What follows belongs to an exercise in optimizing a design on an open flow for small area, a short achievable clock period and few clock cycles per item; a production flow would make more cautious choices. Function was checked by simulation only, so behaviour that the tests miss may differ from the original.

--- config.mk ---
export PLATFORM = sky130hd
export DESIGN_NAME = ospfb_top
export DESIGN_NICKNAME = ospfb_top
export VERILOG_FILES = /design/flow/design.v
export SDC_FILE = /design/flow/constraint.sdc
export NUM_CORES = 4
export LEC_CHECK = 0
export CAP_MARGIN = 20
export CORE_MARGIN = 2
export CORE_UTILIZATION = 40
export SLEW_MARGIN = 20
--- constraint.sdc ---
create_clock -name core_clock -period 9.0 [get_ports {clk}]
set_input_delay 1.8000 -clock core_clock [delete_from_list [all_inputs] [get_ports {clk}]]
set_output_delay 1.8000 -clock core_clock [all_outputs]
set_load 0.01 [all_outputs]
--- design.v ---
package ospfb_pkg;
  localparam int SAMPLE_W = 16;
  localparam int COEFF_W  = 8;
  localparam int ACC_W    = 24;
  localparam int OUT_W    = 18;
  typedef logic signed [SAMPLE_W-1:0] sample_t;
  typedef logic signed [COEFF_W-1:0]  coeff_t;
  typedef logic signed [ACC_W-1:0]    acc_t;
  typedef logic signed [OUT_W-1:0]    out_t;
  localparam int OUT_MAX = (1 << (OUT_W - 1)) - 1;
  localparam int OUT_MIN = -(1 << (OUT_W - 1));
  localparam logic COLLECT = 1'b0;
  localparam logic COMPUTE = 1'b1;
endpackage
`timescale 1ns/1ns
import ospfb_pkg::*;
module ospfb_ctrl #(
  parameter int FFT_LEN = 32,
  parameter int DEC_FAC = 24,
  localparam int BR_W   = $clog2(FFT_LEN),
  localparam int CNT_W  = $clog2(DEC_FAC + 1)
) (
  input  logic            clk,
  input  logic            rst_n,
  input  logic            in_valid,
  output logic            in_ready,
  output logic            shift_en,
  output logic            rd_valid,
  output logic [BR_W-1:0] rd_branch,
  output logic            rd_last,
  output logic            frame_start
);
  logic             state;
  logic [CNT_W-1:0] samp_cnt;
  logic [BR_W-1:0]  rot_shift;
  logic [BR_W-1:0]  rd_cnt;
  logic             accept;
  logic             frame_done;
  function automatic logic [BR_W-1:0] wrap_add(input logic [BR_W-1:0] a, input int b);
    logic [BR_W+1:0] sum;
    sum = {2'b00, a} + (BR_W+2)'(b);
    if (sum >= (BR_W+2)'(FFT_LEN)) begin
      sum = sum - (BR_W+2)'(FFT_LEN);
    end
    wrap_add = sum[BR_W-1:0];
  endfunction
  assign in_ready   = (state == COLLECT);
  assign accept     = in_valid && in_ready;
  assign shift_en   = accept;
  assign frame_done = accept && (samp_cnt == CNT_W'(DEC_FAC - 1));
  assign rd_valid = (state == COMPUTE);
  assign rd_last  = rd_valid && (rd_cnt == BR_W'(FFT_LEN - 1));
  always_ff @(posedge clk or negedge rst_n) begin
    if (!rst_n) begin
      state       <= COLLECT;
      samp_cnt    <= '0;
      rot_shift   <= '0;
      rd_cnt      <= '0;
      rd_branch   <= '0;
      frame_start <= 1'b0;
    end else begin
      frame_start <= 1'b0;
      case (state)
        COLLECT: begin
          if (frame_done) begin
            state       <= COMPUTE;
            samp_cnt    <= '0;
            rd_cnt      <= '0;
            rd_branch   <= rot_shift;
            frame_start <= 1'b1;
          end else if (accept) begin
            samp_cnt <= samp_cnt + 1'b1;
          end
        end
        COMPUTE: begin
          rd_cnt    <= rd_cnt + 1'b1;
          rd_branch <= wrap_add(rd_branch, 1);
          if (rd_last) begin
            state     <= COLLECT;
            rot_shift <= wrap_add(rot_shift, DEC_FAC);
          end
        end
        default: state <= COLLECT;
      endcase
    end
  end
endmodule
`timescale 1ns/1ns
import ospfb_pkg::*;
module pfb_delay_line #(
  parameter int FFT_LEN = 32,
  parameter int PTAPS   = 4,
  localparam int BR_W   = $clog2(FFT_LEN),
  localparam int HIST   = FFT_LEN * PTAPS
) (
  input  logic                      clk,
  input  logic                      rst_n,
  input  logic                      shift_en,
  input  ospfb_pkg::sample_t                   in_data,
  input  logic                      rd_valid,
  input  logic [BR_W-1:0]           rd_branch,
  input  logic                      rd_last,
  output logic                      taps_valid,
  output logic [BR_W-1:0]           taps_branch,
  output logic                      taps_last,
  output logic [PTAPS*SAMPLE_W-1:0] taps_data
);
  logic [SAMPLE_W-1:0] hist [HIST];
  always_ff @(posedge clk or negedge rst_n) begin
    if (!rst_n) begin
      for (int i = 0; i < HIST; i++) begin
        hist[i] <= '0;
      end
    end else if (shift_en) begin
      hist[0] <= in_data;
      for (int i = 1; i < HIST; i++) begin
        hist[i] <= hist[i-1];
      end
    end
  end
  always_ff @(posedge clk or negedge rst_n) begin
    if (!rst_n) begin
      taps_valid <= 1'b0;
      taps_last  <= 1'b0;
    end else begin
      taps_valid <= rd_valid;
      taps_last  <= rd_valid && rd_last;
    end
  end
  always_ff @(posedge clk) begin
    if (rd_valid) begin
      taps_branch <= rd_branch;
      for (int t = 0; t < PTAPS; t++) begin
        taps_data[t*SAMPLE_W +: SAMPLE_W] <= hist[t*FFT_LEN + rd_branch];
      end
    end
  end
endmodule
`timescale 1ns/1ns
import ospfb_pkg::*;
module pfb_mac #(
  parameter int FFT_LEN = 32,
  parameter int PTAPS   = 4,
  localparam int BR_W   = $clog2(FFT_LEN),
  localparam int NCOEF  = FFT_LEN * PTAPS
) (
  input  logic                      clk,
  input  logic                      rst_n,
  input  logic                      taps_valid,
  input  logic [BR_W-1:0]           taps_branch,
  input  logic                      taps_last,
  input  logic [PTAPS*SAMPLE_W-1:0] taps_data,
  output logic                      acc_valid,
  output ospfb_pkg::acc_t                      acc,
  output logic                      acc_last
);
  ospfb_pkg::coeff_t coef_tab [NCOEF];
  ospfb_pkg::acc_t   prod [PTAPS];
  ospfb_pkg::acc_t   sum;
  for (genvar k = 0; k < NCOEF; k++) begin : g_coef
    localparam int H = ((3 * k) % 11) - 5;
    assign coef_tab[k] = COEFF_W'(H);
  end
  always_comb begin
    for (int t = 0; t < PTAPS; t++) begin
      prod[t] = $signed(taps_data[t*SAMPLE_W +: SAMPLE_W]) * $signed(coef_tab[t*FFT_LEN + taps_branch]);
    end
  end
  always_comb begin
    sum = '0;
    for (int t = 0; t < PTAPS; t++) begin
      sum = sum + prod[t];
    end
  end
  always_ff @(posedge clk or negedge rst_n) begin
    if (!rst_n) begin
      acc_valid <= 1'b0;
      acc_last  <= 1'b0;
    end else begin
      acc_valid <= taps_valid;
      acc_last  <= taps_valid && taps_last;
    end
  end
  always_ff @(posedge clk) begin
    if (taps_valid) begin
      acc <= sum;
    end
  end
endmodule
`timescale 1ns/1ns
import ospfb_pkg::*;
module pfb_out_stage (
  input  logic clk,
  input  logic rst_n,
  input  logic acc_valid,
  input  ospfb_pkg::acc_t acc,
  input  logic acc_last,
  output logic out_valid,
  output ospfb_pkg::out_t out_data,
  output logic out_last,
  output logic out_sat
);
  logic clip_hi;
  logic clip_lo;
  assign clip_hi = (acc > $signed(ACC_W'(OUT_MAX)));
  assign clip_lo = (acc < $signed(ACC_W'(OUT_MIN)));
  always_ff @(posedge clk or negedge rst_n) begin
    if (!rst_n) begin
      out_valid <= 1'b0;
      out_last  <= 1'b0;
      out_sat   <= 1'b0;
    end else begin
      out_valid <= acc_valid;
      out_last  <= acc_valid && acc_last;
      out_sat   <= acc_valid && (clip_hi || clip_lo);
    end
  end
  always_ff @(posedge clk) begin
    if (acc_valid) begin
      if (clip_hi) out_data <= OUT_W'(OUT_MAX);
      else if (clip_lo) out_data <= OUT_W'(OUT_MIN);
      else out_data <= acc[OUT_W-1:0];
    end
  end
endmodule
`timescale 1ns/1ns
import ospfb_pkg::*;
module ospfb_top #(
  parameter int FFT_LEN = 32,
  parameter int DEC_FAC = 24,
  parameter int PTAPS   = 4,
  localparam int BR_W   = $clog2(FFT_LEN)
) (
  input  logic    clk,
  input  logic    rst_n,
  input  logic    in_valid,
  input  ospfb_pkg::sample_t in_data,
  output logic    in_ready,
  output logic    out_valid,
  output ospfb_pkg::out_t    out_data,
  output logic    out_last,
  output logic    out_sat,
  output logic    frame_start
);
  logic                      shift_en;
  logic                      rd_valid;
  logic [BR_W-1:0]           rd_branch;
  logic                      rd_last;
  logic                      acc_valid;
  ospfb_pkg::acc_t                      acc;
  logic                      acc_last;
  logic                      taps_valid;
  logic [BR_W-1:0]           taps_branch;
  logic                      taps_last;
  logic [PTAPS*SAMPLE_W-1:0] taps_data;
  ospfb_ctrl #(
    .FFT_LEN(FFT_LEN),
    .DEC_FAC(DEC_FAC)
  ) i_ctrl (
    .clk        (clk),
    .rst_n      (rst_n),
    .in_valid   (in_valid),
    .in_ready   (in_ready),
    .shift_en   (shift_en),
    .rd_valid   (rd_valid),
    .rd_branch  (rd_branch),
    .rd_last    (rd_last),
    .frame_start(frame_start)
  );
  pfb_delay_line #(
    .FFT_LEN(FFT_LEN),
    .PTAPS  (PTAPS)
  ) i_delay_line (
    .clk        (clk),
    .rst_n      (rst_n),
    .shift_en   (shift_en),
    .in_data    (in_data),
    .rd_valid   (rd_valid),
    .rd_branch  (rd_branch),
    .rd_last    (rd_last),
    .taps_valid (taps_valid),
    .taps_branch(taps_branch),
    .taps_last  (taps_last),
    .taps_data  (taps_data)
  );
  pfb_mac #(
    .FFT_LEN(FFT_LEN),
    .PTAPS  (PTAPS)
  ) i_mac (
    .clk        (clk),
    .rst_n      (rst_n),
    .taps_valid (taps_valid),
    .taps_branch(taps_branch),
    .taps_last  (taps_last),
    .taps_data  (taps_data),
    .acc_valid  (acc_valid),
    .acc        (acc),
    .acc_last   (acc_last)
  );
  pfb_out_stage i_out_stage (
    .clk      (clk),
    .rst_n    (rst_n),
    .acc_valid(acc_valid),
    .acc      (acc),
    .acc_last (acc_last),
    .out_valid(out_valid),
    .out_data (out_data),
    .out_last (out_last),
    .out_sat  (out_sat)
  );
endmodule
--- run.sh ---
#!/bin/bash
# synth_recipe.tcl (not shown) runs the flow's synth.tcl, then flattens the netlist and writes it again
# the make line also repeats each setting of config.mk as NAME=value (left out here)
make -C /OpenROAD-flow-scripts/flow DESIGN_CONFIG=/design/flow/config.mk WORK_HOME=/design/flow/orfs CLKGATE_MAP_FILE= SYNTH_SCRIPT=/design/flow/synth_recipe.tcl finish
==> flow_metrics.env <==
export IMPL_status="timing/DRC/antenna clean"
export IMPL_setup_tns_ns=0
export IMPL_yosysTopAreaCell="dfrtp_1"
export IMPL_clk_pin_slew_ns=0.06
export IMPL_grt_use_total_pct=28.4
export IMPL_synth_ff_type="dfrtp_1"
export IMPL_overflow=0
export IMPL_cp_end_kind="register"
export IMPL_die_w_microns=533
export IMPL_synthTopCellsByArea="dfrtp_1, nand2_1, fa_1"
export IMPL_synth_top_cell_area_share_pct=46.4
export IMPL_hold_viol=0
export IMPL_crit_fanout=17
export IMPL_io_pins=42
export IMPL_ctsHtreeMaxLevel=4
export IMPL_start_util_pct=40.1
export IMPL_grt_start_max_net_pins=225
export IMPL_cp_arrival_ns=9.14
export IMPL_preCtsSetupSlack_ns=0.386
export IMPL_period_needed_ns=8.56
export IMPL_whs_ns=0.446
export IMPL_fin_nets=13200
export IMPL_fmax_mhz=117
export IMPL_yosysSeqAreaShare_pct=49.4
export IMPL_cpMostUsedCell="fa_1"
export IMPL_die_area_sq_um=284000
export IMPL_cts_buffers_inserted=229
export IMPL_syn_cell_area_sq_um=112000
export IMPL_synth_seq_cells=2185
export IMPL_multi_input_area_sq_um=51500
export IMPL_crit_slowest_cell="fa_1"
export IMPL_start_kind="register"
export IMPL_finClkSkew_ns=0.103
export IMPL_crit_type="reg2reg"
export IMPL_grt_pass1_wl_mm=601
export IMPL_regArea_sq_um=55200
export IMPL_clockBufferDepth=3
export IMPL_dp_cells=16100
export IMPL_die_y_microns=533
export IMPL_layout_setup_ws_ns=0.443
export IMPL_synth_top_cells_by_count="nand2_1, dfrtp_1, inv_1"
export IMPL_drtIter0Drc=12700
export IMPL_final_util_pct=44.8
export IMPL_grt_setup_unrepaired="no"
export IMPL_wl_mm=407
export IMPL_hold_path_class="reg2reg"
export IMPL_worst_r2r_setup_slack_ns=0.44
export IMPL_cts_hold_fix_buffers=0
export IMPL_wl_per_cell_microns=24.7
export IMPL_vias_per_cell=5.51
export IMPL_clk_latency_ns=0.92
export IMPL_crit_required_ns=9.58
export IMPL_synth_nets=13400
export IMPL_synth_edf_count=111
export IMPL_yosysUniqueCellTypes=88
export IMPL_maxCapViolations=0
export IMPL_cts_tree="done"
export IMPL_final_max_slew_violation_count=0
export IMPL_async_flop_share_pct=94.9
export IMPL_tightest_slew_ns=1.31
export IMPL_synthCells=12800
export IMPL_port_buffers=41
export IMPL_root_buffer="clkbuf_16"
export IMPL_syn_avg_cell_area_sq_um=8.75
export IMPL_antenna_found_initial=39
export IMPL_grt_pass1_vias=87200
export IMPL_final_fill_count=27200
export IMPL_cts_sinks=2185
export IMPL_finalCritPeriodShare_pct=95.1
export IMPL_fp_row_count=194
export IMPL_hpwl_mm=265
export IMPL_gp_congestion=0.902
export IMPL_vias=90900
export IMPL_finalSetupViolations=0
export IMPL_yosysWarnings=7
export IMPL_first_pass_iters=7
export IMPL_drive_gt1_share_pct=5.75
export IMPL_ant_nets=0
export IMPL_layout_cells_non_filler=16500
export IMPL_area_growth_pct=11.6
export IMPL_design_area_sq_um=125000
export IMPL_placed_cell_area_sq_um=117000
export IMPL_drc_errors=0
export IMPL_maxSlewHeadroom_pct=10.3
export IMPL_slowest_delay_ns=0.58
export IMPL_core_sq_um=279000
export IMPL_yosysMostFrequentCell="nand2_1"
## metal layers
layer,share of wire (%),global-route usage (%)
met1,41,39.5
met2,44,42.5
met3,9.7,5.77
met4,5.2,13.1
met5,0.046,0
## path summary, 6_finish.rpt
| kind | startpoint | endpoint | cells after the start |
|---|---|---|---|
| setup reg to reg | i_delay_line.taps_branch[1] | i_mac.acc[20] | 28 |
| hold reg to reg | i_delay_line.hist[88][3] | i_delay_line.hist[89][3] | 2 |
| setup / recovery | i_delay_line.taps_branch[1] | i_mac.acc[20] | 28 |
| min in group asynchronous | rst_n | i_delay_line.hist[127][13] | 1 |
| max in group asynchronous | rst_n | i_delay_line.hist[84][4] | 3 |
| hold / removal | i_delay_line.hist[88][3] | i_delay_line.hist[89][3] | 2 |
## layout make-up
cell class | instances | share of cell area, %
clock buffer | 314 | 5.19
clock inverter | 113 | 1.29
antenna | 20 | 0.0401
timing repair buffer | 291 | 2.23
multi-input combinational | 9196 | 41.3
tap | 3724 | 3.73
inverter | 663 | 2.00
sequential | 2185 | 44.3
## logic make-up (layout without fill, tap and decap cells)
group           Yosys count  after routing  share of synthesized area [%]
buf+inv                1396           1381                           4.94
simple gates           7117           7117                           24.8
flops                  2185           2185                           49.4
xor+xnor                 53             53                          0.415
other cells               0             20                              0
mux                     240            240                           2.17
compound gates         1142           1142                           7.63
fa+ha+maj               644            644                           10.7
## sequential cells by signal (all words and copies together), names as in the netlist
register,cells
i_out_stage.out_last,1
i_mac.acc,24
i_mac.acc_valid,1
i_delay_line.taps_branch,5
i_out_stage.out_valid,1
i_ctrl.state,1
i_delay_line.hist,2048
i_ctrl.rd_cnt,5
i_ctrl.rot_shift,2
i_delay_line.taps_valid,1
i_ctrl.frame_start,1
i_delay_line.taps_last,1
i_out_stage.out_sat,1
i_delay_line.taps_data,64
i_mac.acc_last,1
i_out_stage.out_data,18
i_ctrl.samp_cnt,5
i_ctrl.rd_branch,5
## timing repair
| action | 4_1_cts | 5_1_grt |
|---|---|---|
| buffers inserted | 0 | 3 |
| setup endpoints to repair | 0 | 3 |
| resized for setup | 0 | 4 |
| endpoints found under the hold margin | 0 | 0 |
## critical path, delay by kind of cell, from the launching register on
family,cells,cell delay (ns)
fa+ha+maj,9,4.32
compound gates,8,2.06
buf+inv,7,0.82
simple gates,3,0.54
flops,1,0.41
xor+xnor,1,0.08
## cells in the final DEF (no fill, tap or decap), drive strengths merged, types with 40 or more instances in the layout
master	count
a21oi	114
a221oi	135
a222oi	77
a22o	91
a22oi	364
and2	107
buf	251
clkbuf	314
clkdlybuf4s50	40
clkinv	74
dfrtp	2074
edfxtp	111
fa	514
ha	130
inv	666
mux2i	228
nand2	6491
nand2b	42
nand3	76
nand4	82
nor2	175
nor2b	55
nor3	41
o21ai	118
o22ai	94
xnor2	44
Testbench counts, summed over its fixed seeds: cycles 21,528, items 12,288.

## what the ideal ports hide
Ports are ideal in the flow. The routed layout listed here was re-timed in OpenROAD.
Step 1 sets driving cells, clkbuf_16 on the clock port and buf_2 on the other inputs (assumed; they add their load-dependent delay and slew).
Step 2 times the ports against the registers' clock, not the clock port: input delays grow and output delays shrink by t, the midpoint of the rising clock arrivals with the driver on.
Slacks: no drivers / after step 1 / after step 2; pairs: no drivers / after step 1.
t, ns: 0.967
setup WS [ns]: 0.443 / 0.443 / 0.443
worst hold slack (ns): 0.446 / 0.446 / 0.446
worst data-port slew with drivers (ns): 0.09
After both steps setup and hold are still met in this run. For this run, drivers alone change the setup slack by 0.000 ns; drivers and shift together by 0.000 ns.
